Context: an optimization exercise on an open-source flow, tuned for small area, a short achievable clock period and few clock cycles per item. The choices shown serve that exercise and are no tape-out recipe.
Only simulation tests tie the RTL to the original design; equivalence was not proved.
Power figures rest on the tool's default switching activity, not on a simulated workload.

==> design/flow/config.mk <==
export PLATFORM = sky130hd
export DESIGN_NAME = lzw_dict_cam
export DESIGN_NICKNAME = lzw_dict_cam
export VERILOG_FILES = /design/flow/design.v
export SDC_FILE = /design/flow/constraint.sdc
export NUM_CORES = 4
export LEC_CHECK = 0
export ABC_CLOCK_PERIOD_IN_PS = 2500
export CAP_MARGIN = 20
export CORE_MARGIN = 2
export CORE_UTILIZATION = 50
export CTS_BUF_LIST = sky130_fd_sc_hd__clkbuf_8 sky130_fd_sc_hd__clkbuf_4
export CTS_CLUSTER_SIZE = 20
export PLACE_DENSITY = 0.65
export SETUP_SLACK_MARGIN = 2.8
export SLEW_MARGIN = 20
==> design/flow/constraint.sdc <==
create_clock -name core_clock -period 6.0 [get_ports {clk}]
set_input_delay 1.2000 -clock core_clock [delete_from_list [all_inputs] [get_ports {clk}]]
set_output_delay 1.2000 -clock core_clock [all_outputs]
set_load 0.01 [all_outputs]
==> design/flow/design.v <==
package lzw_cam_pkg;
   function automatic integer count_width(input integer n);
      count_width = $clog2(n + 1);
   endfunction
endpackage
module lzw_cam_entry #(
   parameter int KEY_W = 20
) (
   input  logic             clk,
   input  logic             we,
   input  logic             valid,
   input  logic [KEY_W-1:0] wkey,
   input  logic [KEY_W-1:0] key,
   output logic             match
);
   logic [KEY_W-1:0] stored;
   always_ff @(posedge clk) begin
      if (we) begin
         stored <= wkey;
      end
   end
   assign match = valid && (stored == key);
endmodule
module lzw_dict_cam #(
   parameter int  DATA_W    = 8,
   parameter int  CODE_W    = 12,
   parameter int  NUM_ENTRY = 64,
   parameter int  BASE_CODE = 256,
   localparam int CNT_W     = lzw_cam_pkg::count_width(NUM_ENTRY)
) (
   input  logic                 clk,
   input  logic                 rst,
   input  logic                 req_valid,
   output logic                 req_ready,
   input  logic [CODE_W-1:0]    req_prefix,
   input  logic [DATA_W-1:0]    req_sym,
   input  logic                 req_insert,
   output logic                 rsp_valid,
   input  logic                 rsp_ready,
   output logic                 rsp_hit,
   output logic [CODE_W-1:0]    rsp_code,
   output logic                 rsp_inserted,
   output logic                 rsp_dict_reset,
   input  logic                 clear,
   output logic                 full,
   output logic [CNT_W-1:0]     count
);
   localparam int IDX_W = $clog2(NUM_ENTRY);
   localparam int KEY_W = CODE_W + DATA_W;
   if (BASE_CODE + NUM_ENTRY > (1 << CODE_W)) begin : g_code_range_check
      $error("lzw_dict_cam: BASE_CODE + NUM_ENTRY exceeds the code space");
   end
   logic [IDX_W-1:0]     lvl;
   logic                 rv;         
   logic                 clr_p;      
   logic                 r_ins;      
   logic                 r_hit;      
   logic [IDX_W-1:0]     r_idx;      
   logic [KEY_W-1:0]     key_q;      
   logic                 commit;
   logic                 last;
   logic                 hold;
   logic                 clr_now;
   logic                 kill;
   logic                 bp;
   logic                 any_hit;
   logic [IDX_W-1:0]     idx;
   logic [IDX_W-1:0]     lvl_p1;
   logic [KEY_W-1:0]     key_in;
   logic [NUM_ENTRY-1:0] valid;
   logic [NUM_ENTRY-1:0] we;
   logic [NUM_ENTRY-1:0] match;
   assign commit    = r_ins && !r_hit;
   assign last      = (lvl == IDX_W'(NUM_ENTRY - 1));
   assign hold      = rv && !rsp_ready;
   assign req_ready = !hold;
   assign clr_now   = clear || clr_p;
   assign kill      = clr_now || (commit && last);
   assign lvl_p1    = lvl + IDX_W'(1);
   assign key_in    = {req_prefix, req_sym};
   always_comb begin
      for (int i = 0; i < NUM_ENTRY; i++) begin
         valid[i] = (IDX_W'(i) < lvl);
         we[i]    = (lvl == IDX_W'(i));
      end
   end
   for (genvar i = 0; i < NUM_ENTRY; i++) begin : g_cell
      lzw_cam_entry #(.KEY_W(KEY_W)) u_cell (
         .clk   (clk),
         .we    (we[i]),
         .valid (valid[i]),
         .wkey  (key_q),
         .key   (key_in),
         .match (match[i])
      );
   end
   assign bp = commit && (key_q == key_in);
   always_comb begin
      any_hit = bp;
      idx     = bp ? lvl : '0;
      for (int i = 0; i < NUM_ENTRY; i++) begin
         any_hit = any_hit | match[i];
         if (match[i]) idx = idx | IDX_W'(i);
      end
   end
   always_ff @(posedge clk or posedge rst) begin
      if (rst) begin
         rv    <= 1'b0;
         r_ins <= 1'b0;
         lvl   <= '0;
         clr_p <= 1'b0;
      end else begin
         rv <= req_valid || hold;
         if (hold) begin
            clr_p <= clr_p || clear;
         end else begin
            clr_p <= 1'b0;
            r_ins <= req_valid && req_insert;
            lvl   <= clr_now ? '0 : commit ? lvl_p1 : lvl;
         end
      end
   end
   always_ff @(posedge clk) begin
      if (!hold) begin
         r_hit <= any_hit && !kill;
         r_idx <= idx;
         key_q <= key_in;
      end
   end
   assign rsp_valid      = rv;
   assign rsp_hit        = r_hit;
   assign rsp_inserted   = commit;
   assign rsp_dict_reset = commit && last;
   assign full           = commit && last;
   assign count          = commit ? {last, lvl_p1} : {1'b0, lvl};
   always_comb begin
      rsp_code = '0;
      rsp_code[$clog2(BASE_CODE)] = r_hit || r_ins;
      rsp_code[IDX_W-1:0] = r_hit ? r_idx : r_ins ? lvl : '0;
   end
endmodule
==> design/flow/run.sh <==
#!/bin/bash
# synth_recipe.tcl (not shown) runs the flow's synth.tcl, then flattens the netlist and writes it again
# the make line also repeats each setting of config.mk as NAME=value (left out here)
make -C /OpenROAD-flow-scripts/flow DESIGN_CONFIG=/design/flow/config.mk WORK_HOME=/design/flow/orfs CLKGATE_MAP_FILE= SYNTH_SCRIPT=/design/flow/synth_recipe.tcl finish
==> flow_metrics.py, run 1 <==
metrics = {
    "clocking": {
        "clk_latency_ps": 920,
        "postCtsHoldBufs": 0,
        "cts_buffers": 210,
        "cts_tree": "yes",
        "clock-sinks": 1296,
        "cts_max_path_buffers": 3,
        "cts-htree-levels": 4,
        "cts-root-buf": "clkbuf_8",
        "path_clk_slew_ps": 60,
    },
    "timing": {
        "worst_pin_slew_ps": 1230,
        "final-setup-viol-count": 0,
        "slew_headroom": 0.182,
        "period_needed_ps": 3570,
        "final.period_utilization": 0.595,
        "hold_violations": 0,
        "fin_ws_ps": 2430,
        "finalSetupTns_ps": 0,
        "fin_skew_ps": 67.9,
        "whs_ps": 559,
        "max_freq_mhz": 280,
        "rsz0062_at_grt": "yes",
        "final_max_slew_viol_count": 0,
    },
    "synthesis": {
        "ys_seq_area_frac": 0.698,
        "synth_edf_count": 1287,
        "synth_top_family_by_area": "XOR/XNOR gates",
        "async_flop_share": 0.00694,
        "ys_ff_latch": 1296,
        "synth_compound_area_frac": 0.0102,
        "synthCells": 3489,
        "synth_cell_type_count": 58,
        "synthFlopType": "edfxtp_1",
        "avgSynthCellArea_um2": 16.0,
        "synth_area_mm2": 0.0557,
        "synthAdderAreaFrac": 0.000674,
        "synth_xor_area_frac": 0.202,
        "synthMuxAreaShare": 0,
        "yosysWarnings": 2,
        "synthSimpleGateAreaFrac": 0.0667,
    },
    "die": {
        "dieArea_mm2": 0.114,
        "fp.dieW_um": 338,
        "num_io_pins": 51,
        "start_util": 0.504,
        "rows": 122,
        "fp.dieH_um": 338,
        "core_area_mm2": 0.111,
    },
    "grt": {
        "grt_max_degree": 64,
        "first_global_vias": 31500,
        "grt-ovfl-total": 0,
        "grt.total_usage": 0.311,
        "antenna_found_initial": 9,
        "grt_pass1_wl_um": 246000,
    },
    "cells_and_area": {
        "final_area_mm2": 0.0640,
        "drive_gt1_frac": 0.184,
        "syn_to_final_growth_pct": 14.8,
        "n_fill_cell": 8432,
        "nNetsFinal": 3853,
    },
    "power_and_ir_drop": {
        "power_density_mw_per_mm2": 298,
        "peakVddDrop_mv": 0.181,
        "leakage_nw": 20.8,
    },
    "min_path": {
        "hold_class": "reg -> reg",
    },
    "placement": {
        "placed_area_mm2": 0.0586,
        "place.detailed.hpwl_um": 99400,
        "numPortBuffers": 45,
        "place.gp.congestion": 0.923,
        "place_ws_ps": 1190,
    },
    "critical_path": {
        "crit_path_start_kind": "flip-flop",
        "crit_type": "reg -> out",
        "worst-endpoint-required_ps": 4800,
        "worst_setup_path_end_kind": "output pin",
        "arrival_ps": 2370,
        "cp_max_fo": 4,
    },
    "routing": {
        "postRouteAntennaNets": 0,
        "vias_per_cell": 5.99,
        "drt_first_pass_iters": 5,
        "num_vias": 32900,
        "drc": 0,
        "drtIter0Drc": 4751,
        "avgRoutedWirePerCell_um": 32.1,
        "wl_um": 176000,
    },
    "status": {
        "status": "complete, no violations",
    },
    "flow_run": {
        "cap_viol_max_count": 0,
    },
}
through the flow:
step | utilization | std cells | power (mW)
floorplan | - | 3493 | 11.0
global placement | 0.529 | 5035 | 11.6
detailed placement | 0.530 | 5040 | 11.6
CTS | 0.574 | 5462 | 19.1
global route | 0.578 | 5484 | 19.6
finish | 0.578 | 5485 | 19.1
sequential cells by signal (all words and copies together) (netlist names):
signal and flops:
r_idx 6, r_ins 1, key_q 20, r_hit 1, lvl 6, g_cell.u_cell.stored 1260, clr_p 1, rv 1
cells in the final DEF (no fill, tap or decap), types with 22 or more instances in the layout:
| cell | count |
|---|---|
| nand3_1 | 27 |
| clkinv_1 | 53 |
| buf_4 | 193 |
| nor2_1 | 50 |
| nand4_1 | 169 |
| xnor2_1 | 545 |
| buf_12 | 30 |
| nand2_1 | 38 |
| clkbuf_8 | 210 |
| and2_1 | 22 |
| buf_6 | 43 |
| edfxtp_1 | 1287 |
| nor4_1 | 182 |
| xor2_1 | 736 |
| clkbuf_4 | 94 |
| nor3_1 | 31 |
cells in the mapped netlist, types with 3 or more instances:
master / count / area share
inv_1: 5 / 0.00034
or4_1: 6 / 0.00081
edfxtp_1: 1287 / 0.69
o41ai_1: 3 / 0.00047
a211oi_1: 4 / 0.00054
nor2_1: 69 / 0.0046
a31oi_1: 3 / 0.00034
and3_1: 6 / 0.00067
ha_1: 3 / 0.00067
o21ai_0: 22 / 0.0020
clkbuf_1: 13 / 0.00088
nand3_1: 31 / 0.0028
a21oi_1: 11 / 0.00099
nand2_1: 50 / 0.0034
dfrtp_1: 9 / 0.0040
nand4_1: 169 / 0.019
nor3_1: 40 / 0.0036
buf_1: 4 / 0.00027
or2_2: 6 / 0.00067
nor4_1: 203 / 0.023
o22ai_1: 3 / 0.00034
a2111oi_0: 7 / 0.0011
o211ai_1: 3 / 0.00040
buf_2: 35 / 0.0031
o2111ai_1: 9 / 0.0014
nand2b_1: 14 / 0.0016
or3_1: 7 / 0.00079
and2_1: 24 / 0.0027
xnor2_1: 549 / 0.086
buf_6: 27 / 0.0055
xor2_1: 736 / 0.12
buf_4: 95 / 0.013
o31ai_1: 5 / 0.00067
layout make-up:
| class | count | area [um^2] | share of cell area |
|---|---|---|---|
| diodes | 3 | 7.51 | 0.000117 |
| clock buffers | 304 | 3600 | 0.0562 |
| clock inverters | 78 | 483 | 0.00755 |
| inverters | 6 | 33.8 | 0.000528 |
| multi-input cells | 2017 | 16300 | 0.255 |
| flip-flops and latches | 1296 | 38900 | 0.608 |
| well taps | 1488 | 1860 | 0.0291 |
| repair buffers | 293 | 2800 | 0.0438 |
power breakdown:
group / internal (mW) / switching, mW / leakage [nW]
sequential: 10.1 / 0.0385 / 11.7
combinational: 0.414 / 1.02 / 6.95
clock: 3.95 / 3.56 / 2.16
total: 14.4 / 4.62 / 20.8
repair_timing:
| item | 4_1_cts | 5_1_grt |
|---|---|---|
| cloned | 0 | 0 |
| setup endpoints to repair | 93 | 44 |
| gates resized for setup | 207 | 68 |
| setup buffers | 40 | 19 |
| pin swaps | 11 | 12 |
metal layers:
layer / share of wire / GRT usage / vias to the layer above
met3: 0.12 / 0.0683 / 345
met1: 0.39 / 0.441 / 16800
li1: - / - / 13500
met4: 0.034 / 0.106 / 4
met5: 0.00013 / 0 / -
met2: 0.45 / 0.477 / 2240
worst max-delay path, stage by stage, from the launching register on:
cell,delay (ps)
dfrtp_2,430
buf_6,130
clkinvlp_4,130
nor2_4,180
nand3_4,110
nor2_4,100
xor2_1,200
buf_2,170
final timing paths:
| kind | startpoint | endpoint | slack (ps) | depth (start not counted) |
|---|---|---|---|---|
| worst max-delay path | lvl[0] | count[5] | 2430 | 7 |
| worst min-delay path | key_q[17] | g_cell[38].u_cell.stored[17] | 560 | 0 |
| worst max register to register | lvl[4] | r_hit | 2630 | 9 |
| worst min register to register | key_q[17] | g_cell[38].u_cell.stored[17] | 560 | 0 |
| max in group asynchronous | rst | lvl[4] | 4980 | 2 |
| min in group asynchronous | rst | lvl[5] | 620 | 2 |
cells by family after synthesis:
family / count (synthesis)
compound gates: 79
xor+xnor: 1285
fa+ha+maj: 3
buf+inv: 180
flops: 1296
other cells: 1
simple gates: 645
Testbench counts, summed over its fixed seeds: cycles 32,008, items 32,000.
==> run 2: changes to the inputs <==
--- a/design/flow/config.mk
+++ b/design/flow/config.mk
@@ -10,6 +10,4 @@
 export CORE_MARGIN = 2
 export CORE_UTILIZATION = 50
-export CTS_BUF_LIST = sky130_fd_sc_hd__clkbuf_8 sky130_fd_sc_hd__clkbuf_4
-export CTS_CLUSTER_SIZE = 20
 export PLACE_DENSITY = 0.65
 export SETUP_SLACK_MARGIN = 2.8
==> flow_metrics.py, run 2 <==
metrics = {
    "critical_path": {
        "crit_type": "reg -> out",
        "r2r_cells": 12,
        "crit_path_start_kind": "flip-flop",
        "arrival_ps": 2190,
        "worst-endpoint-required_ps": 4800,
        "regToRegStartpoint": "lvl[0]",
        "cp_max_fo": 3,
        "rr_endpoint": "r_hit",
        "worst_setup_path_end_kind": "output pin",
        "rrSetupSlack_ps": 2780,
    },
    "synthesis": {
        "yosysMostFrequentCell": "edfxtp_1",
        "synth_area_mm2": 0.0557,
        "synthCells": 3489,
        "synth_top_area_cell": "edfxtp_1",
        "synthFlopType": "edfxtp_1",
        "yosysWarnings": 2,
        "synthTopCellsByArea": "edfxtp_1 69%, xor2_1 12%, xnor2_1 8.6%",
        "synth_edf_count": 1287,
        "synth_cell_type_count": 58,
        "avgSynthCellArea_um2": 16.0,
        "synth_commonest_cells": "1287 x edfxtp_1, 736 x xor2_1, 549 x xnor2_1, 203 x nor4_1, 169 x nand4_1",
        "ys_seq_area_frac": 0.698,
        "async_flop_share": 0.00694,
        "ys_ff_latch": 1296,
        "yosysTopAreaCellShare": 0.693,
    },
    "routing": {
        "postRouteAntennaNets": 0,
        "drt_first_pass_iters": 6,
        "drc": 0,
        "vias_per_cell": 6.08,
        "wl_um": 177000,
        "num_vias": 32600,
        "avgRoutedWirePerCell_um": 33.0,
        "drtIter0Drc": 4862,
    },
    "power_and_ir_drop": {
        "peakVddDrop_mv": 0.253,
        "power_density_mw_per_mm2": 305,
        "leakage_nw": 20.9,
        "totalPowerFinal_mw": 19.7,
    },
    "timing": {
        "max_freq_mhz": 295,
        "slew_headroom": 0.173,
        "worst_pin_slew_ps": 1240,
        "fin_skew_ps": 35.2,
        "period_needed_ps": 3390,
        "final.period_utilization": 0.566,
        "rsz0062_at_grt": "yes",
        "hold_violations": 0,
        "final_max_slew_viol_count": 0,
        "finalSetupTns_ps": 0,
        "final-setup-viol-count": 0,
    },
    "die": {
        "fp.dieW_um": 338,
        "core_area_mm2": 0.111,
        "num_io_pins": 51,
        "dieArea_mm2": 0.114,
        "start_util": 0.504,
        "rows": 122,
        "fp.dieH_um": 338,
    },
    "flow_run": {
        "cap_viol_max_count": 0,
    },
    "cells_and_area": {
        "largest_reg_flops": 1260,
        "layout_common_cells": "1287 x edfxtp_1, 736 x xor2_1, 545 x xnor2_1",
        "multi_input_area_mm2": 0.0165,
        "drive_gt1_frac": 0.153,
        "nNetsFinal": 3784,
        "regMostFlops": "g_cell.u_cell.stored",
        "final_util": 0.584,
        "seq_area_mm2": 0.0389,
        "layout_commonest_cell": "edfxtp_1",
        "syn_to_final_growth_pct": 15.9,
        "n_fill_cell": 8314,
        "largestRegisters": "g_cell.u_cell.stored x1260, key_q x20",
    },
    "grt": {
        "grt_pass1_wl_um": 244000,
        "antenna_found_initial": 10,
        "grt_max_degree": 64,
        "grt-ovfl-total": 0,
        "grt.total_usage": 0.310,
        "first_global_vias": 31000,
    },
    "clocking": {
        "clk_latency_ps": 750,
        "cts-htree-levels": 4,
        "clock-sinks": 1296,
        "cts-root-buf": "clkbuf_16",
        "path_clk_slew_ps": 60,
        "cts_tree": "yes",
        "cts_buffers": 138,
        "postCtsHoldBufs": 0,
        "cts_max_path_buffers": 3,
    },
    "min_path": {
        "whs_path_depth": 0,
        "hold_class": "reg -> reg",
        "min_from": "key_q[17]",
        "hold_path_end": "g_cell[38].u_cell.stored[17]",
    },
    "status": {
        "status": "complete, no violations",
    },
    "placement": {
        "place.detailed.hpwl_um": 99400,
        "place.gp.congestion": 0.923,
        "numPortBuffers": 45,
    },
}
==> run 2: cell counts after synthesis <==
No cell type changed its count.
==> run 2: area by class of cell <==
class                           count  area share
Inverter                            6    0.000601
Timing Repair Buffer              296      0.0475
Multi-Input combinational cell   2017       0.255
Tap cell                         1488      0.0288
Clock buffer                      177      0.0574
Clock inverter                     72     0.00835
Antenna cell                        3    0.000116
Sequential cell                  1296       0.602
==> run 2: power by group <==
part / internal [mW] / switching, mW
logic: 0.436 / 1.03
registers: 10.1 / 0.0402
clock network: 4.66 / 3.49
total: 15.2 / 4.55
==> run 2: cells by family after synthesis <==
group                      synth area share
DFF                                   0.698
xor gates and xnor gates              0.202
and+or+nand+nor                      0.0667
buffers and inverters                0.0229
AOI/OAI and AO/OA                    0.0102
adders and majority gates          0.000674
other                             0.0000673
==> run 2: repair_timing <==
action	CTS	global route
gates cloned	2	2
resized for setup	211	97
setup buffers	34	25
pin swaps	13	17
setup endpoints to repair	93	22
==> run 2: worst max-delay path by stage <==
stage,cells after the start,from,slack (ps),endpoint
floorplan,11,lvl[1],2710,r_idx[2]
global placement,9,req_prefix[7],1150,r_idx[0]
detailed placement,9,req_prefix[7],1190,r_hit
CTS,6,r_hit,2570,count[6]
global route,7,lvl[0],2570,count[5]
finish,7,lvl[0],2610,count[5]
==> run 2: critical path, cell delays in order (launching register included) <==
cell	delay, ps
dfrtp_2	390
buf_6	120
clkinvlp_4	130
nor2_4	190
nand3_4	130
nor2_4	140
xor2_1	190
buf_2	170
==> run 2: layer usage <==
layer  up-vias  global-route usage  wire length, um  share of wire
met5         -                   0               39        0.00022
met4         6               0.106             6500          0.037
met3       364              0.0658            20200           0.11
met2      2075               0.476            80400           0.45
met1     16800               0.440            69600           0.39
li1      13300                   -                -              -
==> run 2: metrics by stage <==
step	std cells	hold WS (ps)	worst slack [ps]	instance area, um^2
2_1_floorplan	3493	482	2710	56000
3_3_place_gp	5035	505	1150	58500
3_5_place_dp	5040	538	1190	58600
4_1_cts	5325	559	2570	63900
5_1_grt	5352	575	2570	64600
6_report	5355	559	2610	64600
==> run 3: changes to the inputs <==
--- a/design/flow/design.v
+++ b/design/flow/design.v
@@ -52,12 +52,12 @@
    end
    logic [IDX_W-1:0]     lvl;
+   logic [IDX_W-1:0]     lvl_p1;
+   logic                 last;
    logic                 rv;         
    logic                 clr_p;      
-   logic                 r_ins;      
+   logic                 r_commit;   
    logic                 r_hit;      
    logic [IDX_W-1:0]     r_idx;      
    logic [KEY_W-1:0]     key_q;      
-   logic                 commit;
-   logic                 last;
    logic                 hold;
    logic                 clr_now;
@@ -65,17 +65,14 @@
    logic                 bp;
    logic                 any_hit;
+   logic                 hit_ok;
    logic [IDX_W-1:0]     idx;
-   logic [IDX_W-1:0]     lvl_p1;
    logic [KEY_W-1:0]     key_in;
    logic [NUM_ENTRY-1:0] valid;
    logic [NUM_ENTRY-1:0] we;
    logic [NUM_ENTRY-1:0] match;
-   assign commit    = r_ins && !r_hit;
-   assign last      = (lvl == IDX_W'(NUM_ENTRY - 1));
    assign hold      = rv && !rsp_ready;
    assign req_ready = !hold;
    assign clr_now   = clear || clr_p;
-   assign kill      = clr_now || (commit && last);
-   assign lvl_p1    = lvl + IDX_W'(1);
+   assign kill      = clr_now || (r_commit && last);
    assign key_in    = {req_prefix, req_sym};
    always_comb begin
@@ -95,5 +92,5 @@
       );
    end
-   assign bp = commit && (key_q == key_in);
+   assign bp = r_commit && (key_q == key_in);
    always_comb begin
       any_hit = bp;
@@ -103,11 +100,14 @@
          if (match[i]) idx = idx | IDX_W'(i);
       end
+      hit_ok = any_hit && !kill;
    end
    always_ff @(posedge clk or posedge rst) begin
       if (rst) begin
-         rv    <= 1'b0;
-         r_ins <= 1'b0;
-         lvl   <= '0;
-         clr_p <= 1'b0;
+         rv       <= 1'b0;
+         r_commit <= 1'b0;
+         lvl      <= '0;
+         lvl_p1   <= IDX_W'(1);
+         last     <= 1'b0;
+         clr_p    <= 1'b0;
       end else begin
          rv <= req_valid || hold;
@@ -115,7 +115,15 @@
             clr_p <= clr_p || clear;
          end else begin
-            clr_p <= 1'b0;
-            r_ins <= req_valid && req_insert;
-            lvl   <= clr_now ? '0 : commit ? lvl_p1 : lvl;
+            clr_p    <= 1'b0;
+            r_commit <= req_valid && req_insert && !hit_ok;
+            if (clr_now) begin
+               lvl    <= '0;
+               lvl_p1 <= IDX_W'(1);
+               last   <= 1'b0;
+            end else if (r_commit) begin
+               lvl    <= lvl_p1;
+               lvl_p1 <= lvl_p1 + IDX_W'(1);
+               last   <= (lvl_p1 == IDX_W'(NUM_ENTRY - 1));
+            end
          end
       end
@@ -123,5 +131,5 @@
    always_ff @(posedge clk) begin
       if (!hold) begin
-         r_hit <= any_hit && !kill;
+         r_hit <= hit_ok;
          r_idx <= idx;
          key_q <= key_in;
@@ -130,12 +138,12 @@
    assign rsp_valid      = rv;
    assign rsp_hit        = r_hit;
-   assign rsp_inserted   = commit;
-   assign rsp_dict_reset = commit && last;
-   assign full           = commit && last;
-   assign count          = commit ? {last, lvl_p1} : {1'b0, lvl};
+   assign rsp_inserted   = r_commit;
+   assign rsp_dict_reset = r_commit && last;
+   assign full           = r_commit && last;
+   assign count          = r_commit ? {last, lvl_p1} : {1'b0, lvl};
    always_comb begin
       rsp_code = '0;
-      rsp_code[$clog2(BASE_CODE)] = r_hit || r_ins;
-      rsp_code[IDX_W-1:0] = r_hit ? r_idx : r_ins ? lvl : '0;
+      rsp_code[$clog2(BASE_CODE)] = r_hit || r_commit;
+      rsp_code[IDX_W-1:0] = (r_idx & {IDX_W{r_hit}}) | (lvl & {IDX_W{r_commit}});
    end
 endmodule
==> flow_metrics.py, run 3 <==
metrics = {
    "status": {
        "status": "complete, no violations",
    },
    "power_and_ir_drop": {
        "peakVddDrop_mv": 0.275,
        "p_sw_mw": 4.56,
        "power_density_mw_per_mm2": 302,
        "leakage_nw": 20.5,
        "swShare": 0.232,
        "p_int_mw": 15.1,
        "pwr-share-comb": 0.075,
        "seq_power_share": 0.517,
        "p_clk_frac": 0.408,
    },
    "grt": {
        "grt-ovfl-total": 0,
        "grt_max_degree": 64,
        "grt_pass1_wl_um": 249000,
        "first_global_vias": 32300,
        "antenna_found_initial": 5,
        "grt.total_usage": 0.305,
    },
    "critical_path": {
        "crit_type": "reg -> reg",
        "slowest_stage": "a2111oi_2",
        "cp.buffers_inverters": 2,
        "cpLargestDelayFamily": "simple AND/OR/NAND/NOR gates",
        "regToRegStartpoint": "lvl[1]",
        "worst_setup_path_end_kind": "flip-flop",
        "arrival_ps": 3710,
        "rrSetupSlack_ps": 2730,
        "worst-endpoint-required_ps": 6450,
        "r2r_cells": 9,
        "rr_endpoint": "r_idx[1]",
        "crit_path_start_kind": "flip-flop",
        "slowest_delay_ps": 590,
        "cp_max_fo": 12,
        "path_cells": "buf_12 -> and2_2 -> buf_6 -> nand2_2 -> a211oi_1 -> a22oi_2 -> nand3_1 -> a2111oi_2 -> nand4_1",
    },
    "synthesis": {
        "synth_top_area_cell": "edfxtp_1",
        "yosysMostFrequentCell": "edfxtp_1",
        "synth_compound_area_frac": 0.0145,
        "avgSynthCellArea_um2": 15.7,
        "synth_cell_type_count": 78,
        "synthCells": 3613,
        "synth_edf_count": 1287,
        "synthSimpleGateAreaFrac": 0.0734,
        "synthAdderAreaFrac": 0.000220,
        "ys_seq_area_frac": 0.688,
        "synth_area_mm2": 0.0568,
        "ys_ff_latch": 1303,
        "synth_commonest_cells": "1287 x edfxtp_1, 898 x xnor2_1, 385 x xor2_1, 213 x nand4_1, 133 x nor4_1",
        "yosysWarnings": 2,
        "synth_xor_area_frac": 0.198,
        "synth_top_family_by_area": "XOR/XNOR gates",
        "async_flop_share": 0.0123,
        "synthFlopType": "edfxtp_1",
        "yosysTopAreaCellShare": 0.681,
        "synthTopCellsByArea": "edfxtp_1 68%, xnor2_1 14%, xor2_1 5.9%",
        "synthMuxAreaShare": 0.00137,
    },
    "routing": {
        "vias_per_cell": 6.18,
        "postRouteAntennaNets": 0,
        "drc": 0,
        "avgRoutedWirePerCell_um": 33.5,
        "drtIter0Drc": 5157,
        "wl_um": 183000,
        "num_vias": 33800,
        "drt_first_pass_iters": 5,
    },
    "clocking": {
        "path_clk_slew_ps": 60,
        "cts_max_path_buffers": 3,
        "cts-root-buf": "clkbuf_16",
        "cts_tree": "yes",
        "clk_latency_ps": 750,
        "clock-sinks": 1303,
        "cts_buffers": 136,
        "postCtsHoldBufs": 0,
        "cts-htree-levels": 4,
    },
    "die": {
        "dieArea_mm2": 0.116,
        "num_io_pins": 51,
        "core_area_mm2": 0.112,
        "start_util": 0.505,
        "fp.dieH_um": 341,
        "fp.dieW_um": 341,
        "rows": 123,
    },
    "flow_run": {
        "cap_viol_max_count": 0,
    },
    "timing": {
        "fin_skew_ps": 28.8,
        "rsz0062_at_grt": "yes",
        "worst_pin_slew_ps": 1230,
        "final_max_slew_viol_count": 0,
        "period_needed_ps": 3270,
        "max_freq_mhz": 306,
        "hold_violations": 0,
        "final.period_utilization": 0.544,
        "finalSetupTns_ps": 0,
        "slew_headroom": 0.177,
        "final-setup-viol-count": 0,
    },
    "cells_and_area": {
        "layout_commonest_cell": "edfxtp_1",
        "largest_reg_flops": 1260,
        "nNetsFinal": 3887,
        "seq_area_mm2": 0.0391,
        "multi_input_area_mm2": 0.0168,
        "regMostFlops": "g_cell.u_cell.stored",
        "n_fill_cell": 8632,
        "largestRegisters": "g_cell.u_cell.stored x1260, key_q x20",
        "layout_common_cells": "1287 x edfxtp_1, 898 x xnor2_1, 384 x xor2_1",
        "final_area_mm2": 0.0651,
        "syn_to_final_growth_pct": 14.7,
        "drive_gt1_frac": 0.140,
    },
    "placement": {
        "numPortBuffers": 45,
        "place.gp.congestion": 0.945,
        "placed_area_mm2": 0.0593,
        "place.detailed.hpwl_um": 97400,
    },
    "min_path": {
        "whs_path_depth": 1,
        "hold_class": "reg -> reg",
        "min_from": "lvl_p1[0]",
        "hold_path_end": "lvl_p1[0]",
    },
}
==> run 3: cell types whose count changed after synthesis, moves of 19 or more <==
cell | previous run | this run
buf_2 | 35 | 16
nand4_1 | 169 | 213
nand3_1 | 31 | 63
xor2_1 | 736 | 385
nor2_1 | 69 | 107
xnor2_1 | 549 | 898
nor4_1 | 203 | 133
==> run 3: how the worst max path moves through the flow <==
stage                       end     startpoint  cells after the start
finish                 r_idx[1]         lvl[1]                      9
global route        rsp_code[4]       r_commit                      4
CTS                    count[2]       r_commit                      4
detailed placement     r_idx[1]  req_prefix[4]                      9
global placement       r_idx[1]  req_prefix[4]                      9
floorplan                 r_hit  req_prefix[1]                     10
==> run 3: metrics by stage <==
step                std cells   util  hold slack [ps]  power, mW  setup slack [ps]
global route             5459  0.579              539       20.1              2700
finish                   5463  0.579              518       19.7              2730
floorplan                3617      -              465       11.1              2780
global placement         5158  0.527              495       11.7              1180
detailed placement       5159  0.527              491       11.7              1120
CTS                      5436  0.572              513       19.6              2680
==> run 3: layout make-up <==
class / instances / area share
Timing Repair Buffer: 286 / 0.0493
Clock inverter: 71 / 0.00851
Inverter: 3 / 0.000250
Sequential cell: 1303 / 0.600
Antenna cell: 4 / 0.000154
Tap cell: 1500 / 0.0288
Multi-Input combinational cell: 2130 / 0.258
Clock buffer: 166 / 0.0550
==> run 3: power groups by stage <==
| stage | clock, mW | combinational, mW | sequential [mW] |
|---|---|---|---|
| after CTS | 8.08 | 1.38 | 10.2 |
| final | 8.02 | 1.48 | 10.2 |
| after global routing | 8.45 | 1.51 | 10.2 |
| after floorplan | 0 | 0.692 | 10.4 |
| after global placement | 0 | 1.33 | 10.4 |
| after detailed placement | 0 | 1.34 | 10.4 |
==> run 3: what timing repair did <==
item | CTS | global route
pin swaps | 8 | 17
setup buffers | 37 | 10
gates cloned | 3 | 12
endpoints found under the hold margin | 0 | 0
endpoints found under the setup margin | 37 | 14
gates resized for setup | 154 | 99
==> run 3: routing by layer <==
metal	up-vias	track usage	wire (um)
li1	13800	-	-
met3	400	0.0541	20800
met2	2235	0.488	85300
met5	-	0	11
met1	17400	0.422	69700
met4	2	0.111	7220
==> run 3: cell families after synthesis <==
| family | after synthesis |
|---|---|
| flip-flops | 1303 |
| XOR/XNOR | 1283 |
| multiplexers | 7 |
| buffers and inverters | 184 |
| AO/OA/AOI/OAI | 106 |
| adder cells (fa/ha/maj) | 1 |
| AND/OR/NAND/NOR | 728 |
| other | 1 |
==> run 3: worst register-to-register path: stages (launching register included) <==
cell and delay, ps:
dfrtp_2 430, buf_12 180, and2_2 300, buf_6 220
nand2_2 290, a211oi_1 150, a22oi_2 310, nand3_1 300
a2111oi_2 590, nand4_1 200
Testbench counts of run 3, summed over its fixed seeds: cycles 32,008, items 32,000.
==> run 4: changes to the inputs <==
==> design/flow/flow/run.sh (new file) <==
#!/bin/bash
set -o pipefail
cp standard.sh standard_sh.log
cp config.mk config_mk.log
export BUFFER_PORTS_ARGS="-buffer_cell sky130_fd_sc_hd__buf_4"
bash standard.sh > standard_run.log 2>&1
==> design/flow/standard.sh (new file) <==
#!/bin/bash
# synth_recipe.tcl (not shown) runs the flow's synth.tcl, then flattens the netlist and writes it again
# the make line also repeats each setting of config.mk as NAME=value (left out here)
make -C /OpenROAD-flow-scripts/flow DESIGN_CONFIG=/design/flow/config.mk WORK_HOME=/design/flow/orfs CLKGATE_MAP_FILE= SYNTH_SCRIPT=/design/flow/synth_recipe.tcl "${@:-finish}"
removed: design/flow/run.sh
==> flow_metrics.py, run 4 <==
metrics = {
    "power_and_ir_drop": {
        "leakage_nw": 20.6,
        "p_int_mw": 15.7,
        "seq_power_share": 0.501,
        "peakVddDrop_mv": 0.309,
        "p_sw_mw": 4.57,
        "totalPowerFinal_mw": 20.3,
        "swShare": 0.226,
        "power_density_mw_per_mm2": 310,
        "pwr-share-comb": 0.072,
        "p_clk_frac": 0.427,
    },
    "critical_path": {
        "arrival_ps": 3950,
        "crit_path_start_kind": "input port",
        "worst_setup_path_end_kind": "flip-flop",
        "worst-endpoint-required_ps": 6650,
        "r2r_cells": 11,
        "crit_type": "in -> reg",
        "cp_max_fo": 30,
    },
    "synthesis": {
        "yosysTopAreaCellShare": 0.681,
        "avgSynthCellArea_um2": 15.7,
        "ys_ff_latch": 1303,
        "synth_cell_type_count": 78,
        "yosysMostFrequentCell": "edfxtp_1",
        "synthFlopType": "edfxtp_1",
        "yosysWarnings": 2,
        "synth_commonest_cells": "1287 x edfxtp_1, 898 x xnor2_1, 385 x xor2_1, 213 x nand4_1, 133 x nor4_1",
        "ys_seq_area_frac": 0.688,
        "synthTopCellsByArea": "edfxtp_1 68%, xnor2_1 14%, xor2_1 5.9%",
        "synth_area_mm2": 0.0568,
        "synth_edf_count": 1287,
        "synthCells": 3613,
        "synth_top_area_cell": "edfxtp_1",
        "async_flop_share": 0.0123,
    },
    "routing": {
        "drc": 0,
        "postRouteAntennaNets": 0,
        "num_vias": 33400,
        "vias_per_cell": 6.12,
        "avgRoutedWirePerCell_um": 32.8,
        "drtIter0Drc": 5021,
        "drt_first_pass_iters": 5,
        "wl_um": 179000,
    },
    "clocking": {
        "cts-root-buf": "clkbuf_16",
        "path_clk_slew_ps": 60,
        "cts_max_path_buffers": 3,
        "cts_tree": "yes",
        "clock-sinks": 1303,
        "postCtsHoldBufs": 0,
        "cts-htree-levels": 4,
        "cts_buffers": 136,
        "clk_latency_ps": 750,
    },
    "cells_and_area": {
        "syn_to_final_growth_pct": 15.1,
        "largest_reg_flops": 1260,
        "n_fill_cell": 8550,
        "layout_common_cells": "1287 x edfxtp_1, 898 x xnor2_1, 385 x xor2_1",
        "regMostFlops": "g_cell.u_cell.stored",
        "seq_area_mm2": 0.0391,
        "largestRegisters": "g_cell.u_cell.stored x1260, key_q x20",
        "layout_commonest_cell": "edfxtp_1",
        "drive_gt1_frac": 0.147,
        "multi_input_area_mm2": 0.0168,
        "nNetsFinal": 3881,
        "final_util": 0.581,
    },
    "grt": {
        "grt-ovfl-total": 0,
        "grt_max_degree": 64,
        "grt.total_usage": 0.305,
        "antenna_found_initial": 8,
        "first_global_vias": 31800,
        "grt_pass1_wl_um": 248000,
    },
    "die": {
        "rows": 123,
        "num_io_pins": 51,
        "fp.dieH_um": 341,
        "fp.dieW_um": 341,
        "dieArea_mm2": 0.116,
        "core_area_mm2": 0.112,
        "start_util": 0.505,
    },
    "timing": {
        "rsz0062_at_grt": "yes",
        "finalSetupTns_ps": 0,
        "whs_ps": 501,
        "worst_pin_slew_ps": 1050,
        "final-setup-viol-count": 0,
        "period_needed_ps": 3300,
        "max_freq_mhz": 303,
        "slew_headroom": 0.300,
        "final.period_utilization": 0.549,
        "hold_violations": 0,
        "final_max_slew_viol_count": 0,
        "fin_skew_ps": 26.2,
    },
    "placement": {
        "numPortBuffers": 45,
        "place.detailed.hpwl_um": 99200,
        "place.gp.congestion": 0.942,
    },
    "min_path": {
        "whs_path_depth": 1,
        "hold_class": "reg -> reg",
    },
    "status": {
        "status": "complete, no violations",
    },
    "flow_run": {
        "cap_viol_max_count": 0,
    },
}
==> run 4: final timing paths <==
kind	end	start	slack, ps
worst min-delay path	last	last	500
worst min register to register	last	last	500
max in group asynchronous	lvl[5]	rst	4720
worst max register to register	r_commit	lvl[5]	2760
worst max-delay path	r_commit	req_prefix[11]	2700
min in group asynchronous	lvl_p1[1]	rst	660
==> run 4: cells by family after synthesis <==
group,share of synthesized area
other,0.0000660
flip-flops,0.688
AO/OA/AOI/OAI,0.0145
XOR/XNOR,0.198
AND/OR/NAND/NOR,0.0734
multiplexers,0.00137
buffers and inverters,0.0249
adder cells (fa/ha/maj),0.000220
==> run 4: power by group through the flow <==
stage	combinational [mW]	sequential (mW)	clock [mW]
3_3_place_gp	1.35	10.3	0
4_1_cts	1.40	10.1	8.73
2_1_floorplan	0.692	10.4	0
6_report	1.45	10.1	8.66
3_5_place_dp	1.36	10.3	0
5_1_grt	1.49	10.1	9.08
==> run 4: area by class of cell <==
cell class / count / share of cell area
Inverter: 3 / 0.000172
Sequential cell: 1303 / 0.598
Antenna cell: 2 / 0.0000766
Clock inverter: 80 / 0.0137
Tap cell: 1500 / 0.0287
Timing Repair Buffer: 280 / 0.0462
Multi-Input combinational cell: 2130 / 0.257
Clock buffer: 166 / 0.0558
==> run 4: worst max-delay path, stage by stage <==
cell     delay, ps
buf_16         210
buf_8          250
buf_4          170
xnor2_1        130
nand4_1        110
nor4_2          60
buf_4          160
a22oi_2        310
nand4_1        370
nor4_4         420
a31oi_2        190
o31ai_2        200
==> run 4: routing by layer <==
layer / vias to the layer above / wire (um) / global-route usage
met3: 425 / 19700 / 0.0579
met5: - / 13 / 0
met4: 2 / 7660 / 0.115
met2: 2208 / 82200 / 0.478
li1: 13800 / - / -
met1: 17000 / 69800 / 0.425
==> run 4: per-stage QoR <==
step,cell area [um^2],std cells,setup WS [ps]
after floorplan,56800,3617,2780
after global placement,59400,5174,1230
after detailed placement,59400,5174,1210
after CTS,64700,5436,2780
after global routing,65300,5463,2710
final,65300,5464,2700
==> run 4: repair_timing <==
action	in CTS	in global routing
endpoints found under the setup margin	30	6
setup buffers	11	20
resized for setup	123	59
hold endpoints to repair	0	0
pin swaps	6	7
cloned	5	5
==> run 5: changes to the inputs <==
--- a/design/flow/config.mk
+++ b/design/flow/config.mk
@@ -11,4 +11,4 @@
 export CORE_UTILIZATION = 50
 export PLACE_DENSITY = 0.65
-export SETUP_SLACK_MARGIN = 2.8
+export SETUP_SLACK_MARGIN = 3.3
 export SLEW_MARGIN = 20
==> flow_metrics.py, run 5 <==
metrics = {
    "power_and_ir_drop": {
        "p_sw_mw": 4.72,
        "peakVddDrop_mv": 0.279,
        "leakage_nw": 21.6,
        "power_density_mw_per_mm2": 300,
        "p_int_mw": 15.6,
        "swShare": 0.232,
        "p_clk_frac": 0.421,
        "pwr-share-comb": 0.080,
        "seq_power_share": 0.499,
    },
    "die": {
        "num_io_pins": 51,
        "fp.dieW_um": 341,
        "core_area_mm2": 0.112,
        "start_util": 0.505,
        "dieArea_mm2": 0.116,
        "rows": 123,
        "fp.dieH_um": 341,
    },
    "synthesis": {
        "yosysTopAreaCellShare": 0.681,
        "synth_xor_area_frac": 0.198,
        "ys_ff_latch": 1303,
        "synth_edf_count": 1287,
        "synth_top_family_by_area": "XOR/XNOR gates",
        "synthSimpleGateAreaFrac": 0.0734,
        "synthCells": 3613,
        "synth_area_mm2": 0.0568,
        "synth_top_area_cell": "edfxtp_1",
        "synthAdderAreaFrac": 0.000220,
        "synth_cell_type_count": 78,
        "yosysMostFrequentCell": "edfxtp_1",
        "async_flop_share": 0.0123,
        "synthFlopType": "edfxtp_1",
        "synthMuxAreaShare": 0.00137,
        "avgSynthCellArea_um2": 15.7,
        "ys_seq_area_frac": 0.688,
        "synth_compound_area_frac": 0.0145,
        "synthTopCellsByArea": "edfxtp_1 68%, xnor2_1 14%, xor2_1 5.9%",
        "synth_commonest_cells": "1287 x edfxtp_1, 898 x xnor2_1, 385 x xor2_1, 213 x nand4_1, 133 x nor4_1",
        "yosysWarnings": 2,
    },
    "routing": {
        "avgRoutedWirePerCell_um": 35.1,
        "drc": 0,
        "num_vias": 35100,
        "drtIter0Drc": 5398,
        "postRouteAntennaNets": 0,
        "drt_first_pass_iters": 6,
        "vias_per_cell": 6.29,
        "wl_um": 195000,
    },
    "timing": {
        "period_needed_ps": 3130,
        "slew_headroom": 0.191,
        "max_freq_mhz": 319,
        "rsz0062_at_grt": "yes",
        "worst_pin_slew_ps": 1210,
        "final_max_slew_viol_count": 0,
        "fin_skew_ps": 40.8,
        "finalSetupTns_ps": 0,
        "final-setup-viol-count": 0,
        "final.period_utilization": 0.522,
        "hold_violations": 0,
    },
    "cells_and_area": {
        "largestRegisters": "g_cell.u_cell.stored x1260, key_q x20",
        "drive_gt1_frac": 0.194,
        "layout_common_cells": "1287 x edfxtp_1, 898 x xnor2_1, 385 x xor2_1",
        "multi_input_area_mm2": 0.0177,
        "largest_reg_flops": 1260,
        "nNetsFinal": 3988,
        "syn_to_final_growth_pct": 19.4,
        "seq_area_mm2": 0.0391,
        "final_area_mm2": 0.0678,
        "regMostFlops": "g_cell.u_cell.stored",
        "layout_commonest_cell": "edfxtp_1",
        "n_fill_cell": 8277,
    },
    "placement": {
        "numPortBuffers": 45,
        "place.gp.congestion": 0.909,
        "placed_area_mm2": 0.0593,
        "place.detailed.hpwl_um": 97800,
    },
    "min_path": {
        "hold_class": "reg -> reg",
    },
    "grt": {
        "grt_max_degree": 64,
        "antenna_found_initial": 8,
        "grt.total_usage": 0.323,
        "grt_pass1_wl_um": 261000,
        "grt-ovfl-total": 0,
        "first_global_vias": 32800,
    },
    "clocking": {
        "cts-root-buf": "clkbuf_16",
        "clk_latency_ps": 760,
        "cts_buffers": 139,
        "cts_max_path_buffers": 3,
        "cts-htree-levels": 4,
        "cts_tree": "yes",
        "path_clk_slew_ps": 60,
        "clock-sinks": 1303,
    },
    "critical_path": {
        "worst_setup_path_end_kind": "flip-flop",
        "crit_path_start_kind": "flip-flop",
        "crit_type": "reg -> reg",
        "worst-endpoint-required_ps": 6650,
        "cp_max_fo": 11,
        "arrival_ps": 3780,
    },
    "status": {
        "status": "complete, no violations",
    },
    "flow_run": {
        "cap_viol_max_count": 0,
    },
}
run 5: cell counts after synthesis:
Identical to the previous run, type by type.
run 5: logic make-up (layout without fill, tap and decap cells):
group,after synthesis,after routing
and+or+nand+nor,728,738
muxes,7,7
adders and majority gates,1,1
AOI/OAI and AO/OA,106,106
buffers and inverters,184,628
DFF,1303,1303
xor gates and xnor gates,1283,1283
other,1,6
run 5: metrics by stage:
| stage | worst slack, ps | hold WS [ps] | util | instances | power (mW) |
|---|---|---|---|---|---|
| 6_report | 2870 | 510 | 0.603 | 5572 | 20.3 |
| 4_1_cts | 2890 | 507 | 0.591 | 5498 | 20.2 |
| 3_5_place_dp | 1330 | 490 | 0.527 | 5144 | 11.7 |
| 5_1_grt | 2850 | 520 | 0.603 | 5571 | 20.7 |
| 2_1_floorplan | 2860 | 465 | - | 3617 | 11.2 |
| 3_3_place_gp | 1310 | 500 | 0.527 | 5143 | 11.7 |
run 5: what timing repair did:
| action | CTS | global route |
|---|---|---|
| pin swaps | 51 | 64 |
| gates cloned | 24 | 16 |
| hold buffers | 0 | 0 |
| setup endpoints to repair | 524 | 332 |
| buffers inserted | 79 | 56 |
| resized for setup | 284 | 119 |
run 5: power groups by stage:
stage | Clock (mW) | Combinational, mW | Sequential [mW]
floorplan | 0 | 0.744 | 10.4
global placement | 0 | 1.35 | 10.3
detailed placement | 0 | 1.35 | 10.3
CTS | 8.58 | 1.51 | 10.1
global route | 8.92 | 1.63 | 10.1
finish | 8.55 | 1.62 | 10.1
run 5: area by class of cell:
cell class,count,share of cell area
Clock buffer,180,0.0564
Tap cell,1500,0.0277
Multi-Input combinational cell,2140,0.261
Timing Repair Buffer,374,0.0685
Inverter,3,0.000221
Antenna cell,1,0.0000369
Clock inverter,71,0.00976
Sequential cell,1303,0.576
run 5: worst max-delay path: stages, from the launching register on:
cell and delay [ps]:
dfrtp_4 510, buf_12 160, buf_4 170, nand4b_2 190, nor2_4 160, buf_6 190, or4_1 170, o22ai_1 150
or4_4 520, nor4_4 410, a31oi_1 150, o31ai_2 230
run 5: path summary, 6_finish.rpt:
kind	startpoint	endpoint	depth (start not counted)	slack, ps
min in group asynchronous	rst	rv	2	560
max	lvl[3]	r_commit	11	2870
max reg2reg	lvl[3]	r_commit	11	2870
max in group asynchronous	rst	r_commit	2	4880
min	lvl_p1[0]	lvl_p1[0]	1	510
min reg2reg	lvl_p1[0]	lvl_p1[0]	1	510
run 5: routing by layer:
layer / global-route usage / share of wire / up-vias
met3: 0.0691 / 0.13 / 605
li1: - / - / 14000
met2: 0.500 / 0.45 / 2575
met4: 0.151 / 0.057 / 0
met5: 0 / 0 / -
met1: 0.440 / 0.37 / 17900
==> run 6: changes to the inputs <==
--- a/design/flow/config.mk
+++ b/design/flow/config.mk
@@ -9,6 +9,6 @@
 export CAP_MARGIN = 20
 export CORE_MARGIN = 2
-export CORE_UTILIZATION = 50
-export PLACE_DENSITY = 0.65
+export CORE_UTILIZATION = 65
+export PLACE_DENSITY = 0.75
 export SETUP_SLACK_MARGIN = 3.3
 export SLEW_MARGIN = 20
==> flow_metrics.py, run 6 <==
metrics = {
    "status": {
        "status": "complete, no violations",
    },
    "cells_and_area": {
        "layout_commonest_cell": "edfxtp_1",
        "seq_area_mm2": 0.0391,
        "final_util": 0.768,
        "finalNonFillerCells": 5211,
        "layout_common_cells": "1287 x edfxtp_1, 898 x xnor2_1, 385 x xor2_1",
        "n_fill_cell": 4768,
        "largest_reg_flops": 1260,
        "regMostFlops": "g_cell.u_cell.stored",
        "syn_to_final_growth_pct": 17.2,
        "nNetsFinal": 3979,
        "multi_input_area_mm2": 0.0176,
        "largestRegisters": "g_cell.u_cell.stored x1260, key_q x20",
        "drive_gt1_frac": 0.183,
    },
    "timing": {
        "period_needed_ps": 3160,
        "finalSetupTns_ps": 0,
        "slew_headroom": 0.138,
        "final_max_slew_viol_count": 0,
        "final-setup-viol-count": 0,
        "fin_skew_ps": 39.2,
        "final.period_utilization": 0.527,
        "worst_pin_slew_ps": 1290,
        "max_freq_mhz": 316,
        "hold_violations": 0,
        "rsz0062_at_grt": "yes",
    },
    "placement": {
        "place.detailed.hpwl_um": 96700,
        "place.gp.congestion": 0.982,
        "place_inst": 4809,
        "numPortBuffers": 45,
    },
    "synthesis": {
        "synth_edf_count": 1287,
        "synth_commonest_cells": "1287 x edfxtp_1, 898 x xnor2_1, 385 x xor2_1, 213 x nand4_1, 133 x nor4_1",
        "synthTopCellsByArea": "edfxtp_1 68%, xnor2_1 14%, xor2_1 5.9%",
        "yosysMostFrequentCell": "edfxtp_1",
        "yosysTopAreaCellShare": 0.681,
        "synth_top_area_cell": "edfxtp_1",
        "yosysWarnings": 2,
        "synth_area_mm2": 0.0568,
        "synth_cell_type_count": 78,
        "ys_seq_area_frac": 0.688,
        "async_flop_share": 0.0123,
        "ys_ff_latch": 1303,
        "synthFlopType": "edfxtp_1",
        "synthCells": 3613,
        "avgSynthCellArea_um2": 15.7,
    },
    "power_and_ir_drop": {
        "p_sw_mw": 4.50,
        "power_density_mw_per_mm2": 295,
        "leakage_nw": 21.3,
        "swShare": 0.230,
        "seq_power_share": 0.518,
        "p_clk_frac": 0.402,
        "peakVddDrop_mv": 0.361,
        "p_int_mw": 15.1,
        "pwr-share-comb": 0.080,
    },
    "grt": {
        "grt_max_degree": 65,
        "first_global_vias": 34500,
        "antenna_found_initial": 12,
        "grt-ovfl-total": 0,
        "grt_pass1_wl_um": 256000,
        "grt.total_usage": 0.411,
    },
    "critical_path": {
        "slowest_delay_ps": 590,
        "path_cells": "buf_12 -> buf_6 -> or4b_4 -> buf_6 -> o211ai_1 -> nor2_2 -> a22oi_2 -> nand2_2 -> nor2_4 -> and4_1 -> a41oi_2",
        "crit_type": "reg -> reg",
        "cpLargestDelayFamily": "simple AND/OR/NAND/NOR gates",
        "crit_top_cell": "buf_6",
        "cp_max_fo": 12,
        "cp.buffers_inverters": 3,
        "rrSetupSlack_ps": 2840,
        "worst_setup_path_end_kind": "flip-flop",
        "crit_path_start_kind": "flip-flop",
        "slowest_stage": "or4b_4",
        "arrival_ps": 3650,
        "worst-endpoint-required_ps": 6490,
    },
    "routing": {
        "top_layer_used": "met5",
        "met3_length_um": 27100,
        "met1Wirelength_um": 62800,
        "drtIter0Drc": 6230,
        "vias_per_cell": 6.89,
        "drc": 0,
        "postRouteAntennaNets": 0,
        "wl_met2_um": 83300,
        "avgRoutedWirePerCell_um": 36.0,
        "drt_first_pass_iters": 8,
        "num_vias": 35900,
        "wl_um": 188000,
    },
    "die": {
        "dieArea_mm2": 0.0897,
        "core_area_mm2": 0.0866,
        "fp.dieW_um": 300,
        "rows": 108,
        "fp.dieH_um": 300,
        "num_io_pins": 51,
        "start_util": 0.656,
    },
    "clocking": {
        "cts_max_path_buffers": 3,
        "path_clk_slew_ps": 60,
        "cts-htree-levels": 4,
        "cts-root-buf": "clkbuf_16",
        "clock-sinks": 1303,
        "cts_tree": "yes",
        "cts_buffers": 133,
        "clk_latency_ps": 750,
        "postCtsHoldBufs": 0,
    },
    "min_path": {
        "hold_class": "reg -> reg",
    },
    "flow_run": {
        "cap_viol_max_count": 0,
    },
}
run 6: cell counts after synthesis:
Identical to the previous run, type by type.
run 6: power by group through the flow:
stage                     logic (mW)  clock network, mW  registers (mW)
after detailed placement        1.32                  0            10.3
final                           1.57               7.88            10.1
after CTS                       1.47               7.84            10.1
after global routing            1.57               8.21            10.1
after floorplan                0.744                  0            10.4
after global placement          1.30                  0            10.3
run 6: cell type report:
cell class / instances / area share
timing repair buffer: 366 / 0.0651
antenna: 8 / 0.000301
multi-input combinational: 2145 / 0.265
tap: 1155 / 0.0217
clock inverter: 54 / 0.00630
inverter: 3 / 0.000226
clock buffer: 177 / 0.0544
sequential: 1303 / 0.587
run 6: what timing repair did:
item / CTS / global route
setup endpoints to repair: 714 / 449
buffers inserted: 93 / 36
pin swaps: 45 / 44
cloned: 15 / 19
resized for setup: 311 / 82
run 6: per-stage QoR:
| stage | setup slack [ps] | power, mW | hold WS, ps | area (um^2) |
|---|---|---|---|---|
| 2_1_floorplan | 2860 | 11.2 | 465 | 57600 |
| 3_3_place_gp | 1340 | 11.6 | 497 | 58800 |
| 3_5_place_dp | 1350 | 11.7 | 498 | 58900 |
| 4_1_cts | 2860 | 19.5 | 523 | 65600 |
| 5_1_grt | 2790 | 19.9 | 533 | 66500 |
| 6_report | 2840 | 19.6 | 516 | 66500 |
run 6: cells by family after synthesis:
family,count (synthesis),synth area share
buffers and inverters,184,0.0249
other,1,0.0000660
adders and majority gates,1,0.000220
AOI/OAI and AO/OA,106,0.0145
and+or+nand+nor,728,0.0734
muxes,7,0.00137
DFF,1303,0.688
xor gates and xnor gates,1283,0.198
run 6: layer usage:
metal  vias up  track usage
li1      14000            -
met3       879        0.121
met4        10        0.254
met1     17800        0.527
met2      3199        0.622
met5         -            0
run 6: path summary, 6_finish.rpt:
kind	startpoint	cells after the start	end
hold / removal	last	1	last
setup reg to reg	lvl[5]	11	r_hit
hold reg to reg	last	1	last
max in group asynchronous	rst	2	lvl[4]
min in group asynchronous	rst	2	lvl[5]
setup / recovery	lvl[5]	11	r_hit
run 6: worst reg2reg max path, cell delays in order, from the launching register on:
cell	delay [ps]
dfrtp_4	520
buf_12	160
buf_6	170
or4b_4	600
buf_6	160
o211ai_1	190
nor2_2	90
a22oi_2	300
nand2_2	120
nor2_4	200
and4_1	270
a41oi_2	110
==> run 7: changes to the inputs <==
--- a/design/flow/config.mk
+++ b/design/flow/config.mk
@@ -11,4 +11,4 @@
 export CORE_UTILIZATION = 65
 export PLACE_DENSITY = 0.75
-export SETUP_SLACK_MARGIN = 3.3
+export SETUP_SLACK_MARGIN = 3.0
 export SLEW_MARGIN = 20
==> flow_metrics.py, run 7 <==
metrics = {
    "routing": {
        "drtIter0Drc": 5891,
        "drt_first_pass_iters": 7,
        "postRouteAntennaNets": 0,
        "met3_length_um": 27500,
        "vias_per_cell": 6.88,
        "avgRoutedWirePerCell_um": 35.9,
        "top_layer_used": "met5",
        "drc": 0,
        "wl_met2_um": 82900,
        "met1Wirelength_um": 61500,
        "wl_um": 185000,
        "num_vias": 35400,
    },
    "die": {
        "fp.dieH_um": 300,
        "fp.dieW_um": 300,
        "start_util": 0.656,
        "core_area_mm2": 0.0866,
        "rows": 108,
        "num_io_pins": 51,
        "dieArea_mm2": 0.0897,
    },
    "grt": {
        "antenna_found_initial": 13,
        "grt.total_usage": 0.412,
        "grt-ovfl-total": 0,
        "grt_pass1_wl_um": 255000,
        "grt_max_degree": 65,
        "first_global_vias": 34800,
    },
    "power_and_ir_drop": {
        "leakage_nw": 20.8,
        "p_sw_mw": 4.55,
        "pwr-share-comb": 0.077,
        "p_clk_frac": 0.413,
        "seq_power_share": 0.510,
        "p_int_mw": 15.4,
        "power_density_mw_per_mm2": 304,
        "swShare": 0.229,
        "peakVddDrop_mv": 0.344,
        "totalPowerFinal_mw": 19.9,
    },
    "placement": {
        "place.gp.congestion": 0.991,
        "numPortBuffers": 45,
        "place.detailed.hpwl_um": 93600,
    },
    "critical_path": {
        "crit_path_start_kind": "input port",
        "arrival_ps": 3780,
        "path_cells": "buf_6 -> buf_4 -> xnor2_1 -> nand4_1 -> nor4bb_1 -> a22oi_1 -> nand2_1 -> nor2_1 -> and4_1 -> a41oi_2",
        "slowest_stage": "nor4bb_1",
        "cpLargestDelayFamily": "simple AND/OR/NAND/NOR gates",
        "cp_num_cells": 10,
        "crit_type": "in -> reg",
        "cp.buffers_inverters": 2,
        "r2r_cells": 10,
        "slowest_delay_ps": 590,
        "worst_setup_path_end_kind": "flip-flop",
        "cp_max_fo": 11,
        "worst-endpoint-required_ps": 6610,
    },
    "synthesis": {
        "synthFlopType": "edfxtp_1",
        "synth_commonest_cells": "1287 x edfxtp_1, 898 x xnor2_1, 385 x xor2_1, 213 x nand4_1, 133 x nor4_1",
        "yosysWarnings": 2,
        "yosysTopAreaCellShare": 0.681,
        "synthCells": 3613,
        "avgSynthCellArea_um2": 15.7,
        "ys_seq_area_frac": 0.688,
        "yosysMostFrequentCell": "edfxtp_1",
        "synth_area_mm2": 0.0568,
        "synth_top_area_cell": "edfxtp_1",
        "synth_cell_type_count": 78,
        "ys_ff_latch": 1303,
        "synth_edf_count": 1287,
        "synthTopCellsByArea": "edfxtp_1 68%, xnor2_1 14%, xor2_1 5.9%",
        "async_flop_share": 0.0123,
    },
    "cells_and_area": {
        "regMostFlops": "g_cell.u_cell.stored",
        "nNetsFinal": 3903,
        "drive_gt1_frac": 0.154,
        "layout_common_cells": "1287 x edfxtp_1, 898 x xnor2_1, 385 x xor2_1",
        "layout_commonest_cell": "edfxtp_1",
        "largestRegisters": "g_cell.u_cell.stored x1260, key_q x20",
        "largest_reg_flops": 1260,
        "syn_to_final_growth_pct": 15.5,
    },
    "timing": {
        "period_needed_ps": 3170,
        "slew_headroom": 0.154,
        "finalSetupTns_ps": 0,
        "worst_pin_slew_ps": 1270,
        "rsz0062_at_grt": "yes",
        "final_max_slew_viol_count": 0,
        "fin_skew_ps": 41.9,
        "hold_violations": 0,
        "max_freq_mhz": 316,
        "final-setup-viol-count": 0,
        "final.period_utilization": 0.528,
    },
    "clocking": {
        "cts_buffers": 135,
        "cts_tree": "yes",
        "cts_max_path_buffers": 3,
        "path_clk_slew_ps": 60,
        "postCtsHoldBufs": 0,
        "clk_latency_ps": 770,
        "cts-htree-levels": 4,
        "clock-sinks": 1303,
        "cts-root-buf": "clkbuf_16",
    },
    "status": {
        "status": "complete, no violations",
    },
    "min_path": {
        "hold_class": "reg -> reg",
        "whs_path_depth": 1,
    },
    "flow_run": {
        "cap_viol_max_count": 0,
    },
}
[run 7: cell counts after synthesis]
Identical to the previous run, type by type.
[run 7: timing repair]
action	in CTS	in global routing
pin swaps	24	16
setup endpoints to repair	66	24
gates cloned	18	4
buffers inserted	64	7
gates resized for setup	230	46
[run 7: final cells by class]
cell class / instances / area, um^2
Fill cell: 4938 / 21000
Timing Repair Buffer: 302 / 3760
Clock buffer: 186 / 3710
Clock inverter: 58 / 571
Timing Repair inverter: 1 / 5.00
Tap cell: 1155 / 1450
Antenna cell: 3 / 7.51
Inverter: 3 / 15.0
Multi-Input combinational cell: 2130 / 17000
Sequential cell: 1303 / 39100
[run 7: stage by stage]
| step | area (um^2) | worst slack [ps] | util | hold WS (ps) | instances |
|---|---|---|---|---|---|
| after floorplan | 57100 | 2790 | - | 465 | 3617 |
| after global placement | 58800 | 953 | 0.678 | 482 | 4800 |
| after detailed placement | 58800 | 1330 | 0.679 | 502 | 4801 |
| after CTS | 65200 | 2870 | 0.753 | 517 | 5127 |
| after global routing | 65600 | 2850 | 0.757 | 526 | 5138 |
| final | 65600 | 2830 | 0.757 | 518 | 5141 |
[run 7: power by group through the flow]
stage,registers (mW),logic [mW],clock network (mW)
floorplan,10.4,0.714,0
global placement,10.3,1.30,0
detailed placement,10.3,1.32,0
CTS,10.1,1.46,8.19
global route,10.1,1.55,8.54
finish,10.2,1.54,8.21
[run 7: cell families (layout without fill, tap and decap cells)]
| family | Yosys count | in the layout | share of synthesized area |
|---|---|---|---|
| XOR/XNOR | 1283 | 1283 | 0.198 |
| other | 1 | 8 | 0.0000660 |
| buffers and inverters | 184 | 550 | 0.0249 |
| AO/OA/AOI/OAI | 106 | 106 | 0.0145 |
| multiplexers | 7 | 7 | 0.00137 |
| flip-flops | 1303 | 1303 | 0.688 |
| adder cells (fa/ha/maj) | 1 | 1 | 0.000220 |
| AND/OR/NAND/NOR | 728 | 728 | 0.0734 |
[run 7: routing by layer]
metal,GRT usage,up-vias
li1,-,13800
met1,0.543,17600
met2,0.623,3131
met3,0.117,803
met4,0.232,16
met5,0,-
[run 7: worst reg2reg max path: stages, from the launching register on]
cell and delay, ps:
dfrtp_4 550, buf_12 160, buf_4 150, or2_2 370, a31oi_1 250, nor2_1 170, a22oi_2 290, nand4_1 360
nor4_2 320, a31oi_2 170, o31ai_2 260
[run 7: final timing paths]
check | startpoint | endpoint | slack [ps]
setup / recovery | req_sym[4] | r_hit | 2830
hold / removal | lvl_p1[0] | lvl_p1[0] | 520
setup reg to reg | lvl[1] | r_commit | 2880
hold reg to reg | lvl_p1[0] | lvl_p1[0] | 520
max in group asynchronous | rst | lvl[0] | 4870
min in group asynchronous | rst | r_commit | 580
==> run 8: changes to the inputs <==
--- a/design/flow/config.mk
+++ b/design/flow/config.mk
@@ -10,4 +10,6 @@
 export CORE_MARGIN = 2
 export CORE_UTILIZATION = 65
+export CTS_CLUSTER_DIAMETER = 100
+export CTS_CLUSTER_SIZE = 30
 export PLACE_DENSITY = 0.75
 export SETUP_SLACK_MARGIN = 3.0
==> flow_metrics.py, run 8 <==
metrics = {
    "status": {
        "status": "complete, no violations",
    },
    "timing": {
        "rsz0062_at_grt": "yes",
        "fin_skew_ps": 23.6,
        "final_max_slew_viol_count": 0,
        "period_needed_ps": 3200,
        "worst_pin_slew_ps": 1250,
        "final-setup-viol-count": 0,
        "slew_headroom": 0.167,
        "hold_violations": 0,
        "final.period_utilization": 0.534,
        "max_freq_mhz": 312,
        "finalSetupTns_ps": 0,
    },
    "synthesis": {
        "ys_ff_latch": 1303,
        "ys_seq_area_frac": 0.688,
        "avgSynthCellArea_um2": 15.7,
        "synth_xor_area_frac": 0.198,
        "synth_top_family_by_area": "XOR/XNOR gates",
        "synthTopCellsByArea": "edfxtp_1 68%, xnor2_1 14%, xor2_1 5.9%",
        "synth_edf_count": 1287,
        "synthMuxAreaShare": 0.00137,
        "synth_commonest_cells": "1287 x edfxtp_1, 898 x xnor2_1, 385 x xor2_1, 213 x nand4_1, 133 x nor4_1",
        "synthCells": 3613,
        "synthFlopType": "edfxtp_1",
        "synth_area_mm2": 0.0568,
        "yosysMostFrequentCell": "edfxtp_1",
        "yosysWarnings": 2,
        "async_flop_share": 0.0123,
        "synthSimpleGateAreaFrac": 0.0734,
        "yosysTopAreaCellShare": 0.681,
        "synthAdderAreaFrac": 0.000220,
        "synth_cell_type_count": 78,
        "synth_compound_area_frac": 0.0145,
        "synth_top_area_cell": "edfxtp_1",
    },
    "placement": {
        "numPortBuffers": 45,
        "place.detailed.hpwl_um": 93600,
        "place.gp.congestion": 0.991,
        "place_inst": 4801,
    },
    "routing": {
        "num_vias": 34600,
        "vias_per_cell": 6.89,
        "drc": 0,
        "postRouteAntennaNets": 0,
        "avgRoutedWirePerCell_um": 36.2,
        "drt_first_pass_iters": 6,
        "drtIter0Drc": 5645,
        "wl_um": 182000,
    },
    "grt": {
        "grt-ovfl-total": 0,
        "grt_max_degree": 65,
        "use_met3": 0.0941,
        "first_global_vias": 33300,
        "grt.total_usage": 0.397,
        "grt_pass1_wl_um": 248000,
        "antenna_found_initial": 4,
        "grt_util_met1": 0.530,
        "globalRoute.busiestLayer": "met2",
        "use_met2": 0.610,
    },
    "power_and_ir_drop": {
        "pwr-share-comb": 0.100,
        "seq_power_share": 0.637,
        "p_int_mw": 12.2,
        "peakVddDrop_mv": 0.366,
        "p_sw_mw": 3.74,
        "p_clk_frac": 0.263,
        "swShare": 0.235,
        "power_density_mw_per_mm2": 252,
        "leakage_nw": 19.8,
    },
    "cells_and_area": {
        "finalNonFillerCells": 5017,
        "nNetsFinal": 3867,
        "syn_to_final_growth_pct": 11.4,
        "multi_input_area_mm2": 0.0170,
        "layout_common_cells": "1287 x edfxtp_1, 898 x xnor2_1, 385 x xor2_1",
        "layout_commonest_cell": "edfxtp_1",
        "seq_area_mm2": 0.0391,
        "regMostFlops": "g_cell.u_cell.stored",
        "largest_reg_flops": 1260,
        "drive_gt1_frac": 0.141,
        "n_fill_cell": 5291,
        "largestRegisters": "g_cell.u_cell.stored x1260, key_q x20",
    },
    "critical_path": {
        "r2r_cells": 9,
        "rrSetupSlack_ps": 2850,
        "endpoint": "r_hit",
        "rr_endpoint": "r_hit",
        "startpoint": "req_sym[1]",
        "worst-endpoint-required_ps": 6520,
        "regToRegStartpoint": "lvl[5]",
        "worst_setup_path_end_kind": "flip-flop",
        "cp_max_fo": 29,
        "arrival_ps": 3720,
        "crit_path_start_kind": "input port",
        "crit_type": "in -> reg",
    },
    "clocking": {
        "cts_max_path_buffers": 3,
        "clock-sinks": 1303,
        "postCtsHoldBufs": 0,
        "cts-root-buf": "clkbuf_16",
        "cts-htree-levels": 2,
        "cts_buffers": 49,
        "path_clk_slew_ps": 120,
        "cts_tree": "yes",
        "clk_latency_ps": 670,
    },
    "min_path": {
        "whs_path_depth": 1,
        "hold_class": "reg -> reg",
    },
    "flow_run": {
        "cap_viol_max_count": 0,
    },
    "die": {
        "num_io_pins": 51,
        "fp.dieH_um": 300,
        "start_util": 0.656,
        "fp.dieW_um": 300,
        "dieArea_mm2": 0.0897,
        "rows": 108,
        "core_area_mm2": 0.0866,
    },
}
[run 8: cell families after synthesis]
logic type                 after synthesis
muxes                                    7
xor gates and xnor gates              1283
and+or+nand+nor                        728
buffers and inverters                  184
AOI/OAI and AO/OA                      106
adders and majority gates                1
other                                    1
DFF                                   1303
[run 8: worst min path at each step]
| stage | slack (ps) | start | to |
|---|---|---|---|
| floorplan | 470 | last | last |
| global placement | 480 | last | last |
| detailed placement | 500 | last | last |
| CTS | 520 | lvl_p1[0] | lvl_p1[0] |
| global route | 540 | lvl_p1[0] | lvl_p1[0] |
| finish | 530 | lvl_p1[0] | lvl_p1[0] |
[run 8: cell type report]
class,instances,share of cell area
Sequential cell,1303,0.618
Multi-Input combinational cell,2130,0.270
Timing Repair Buffer,352,0.0682
Tap cell,1155,0.0229
Clock buffer,68,0.0208
Clock inverter,2,0.000257
Inverter,3,0.000237
Antenna cell,3,0.000119
Timing Repair inverter,1,0.0000791
[run 8: per-stage QoR]
step / hold slack [ps] / power, mW / worst slack, ps / cell area (um^2) / utilization
floorplan: 465 / 11.1 / 2790 / 57100 / -
global placement: 482 / 11.6 / 953 / 58800 / 0.678
detailed placement: 502 / 11.7 / 1330 / 58800 / 0.679
CTS: 522 / 15.8 / 2880 / 61900 / 0.715
global route: 535 / 16.2 / 2810 / 63200 / 0.730
finish: 526 / 15.9 / 2800 / 63200 / 0.730
[run 8: metal layers]
metal | up-vias | share of wire
met3 | 704 | 0.14
met5 | - | 0.00031
met4 | 8 | 0.068
li1 | 13600 | -
met2 | 2921 | 0.45
met1 | 17300 | 0.34
[run 8: power by group through the flow]
stage / registers (mW) / logic, mW / clock network, mW
after global placement: 10.3 / 1.30 / 0
after global routing: 10.1 / 1.59 / 4.43
after floorplan: 10.4 / 0.714 / 0
after CTS: 10.1 / 1.46 / 4.18
final: 10.1 / 1.58 / 4.19
after detailed placement: 10.3 / 1.32 / 0
[run 8: timing repair]
| action | 4_1_cts | 5_1_grt |
|---|---|---|
| hold endpoints to repair | 0 | 0 |
| pin swaps | 13 | 25 |
| gates cloned | 15 | 10 |
| endpoints found under the setup margin | 65 | 43 |
| gates resized for setup | 199 | 94 |
| setup buffers | 52 | 64 |
[run 8: critical path, cell delays in order]
cell	delay, ps
buf_16	190
buf_16	220
xor2_1	170
nor4_2	450
nand2_1	120
or4_4	530
o211ai_1	140
and4b_1	240
and4_1	220
a41oi_2	160

Re-timed with assumed drivers on the ports (clkbuf_16 on the clock, buf_2 on other inputs), run 8 has 2.698 ns of setup slack against 2.797 ns with ideal ports, and 1.967 ns once port delays also move by the mid clock arrival of 0.732 ns.
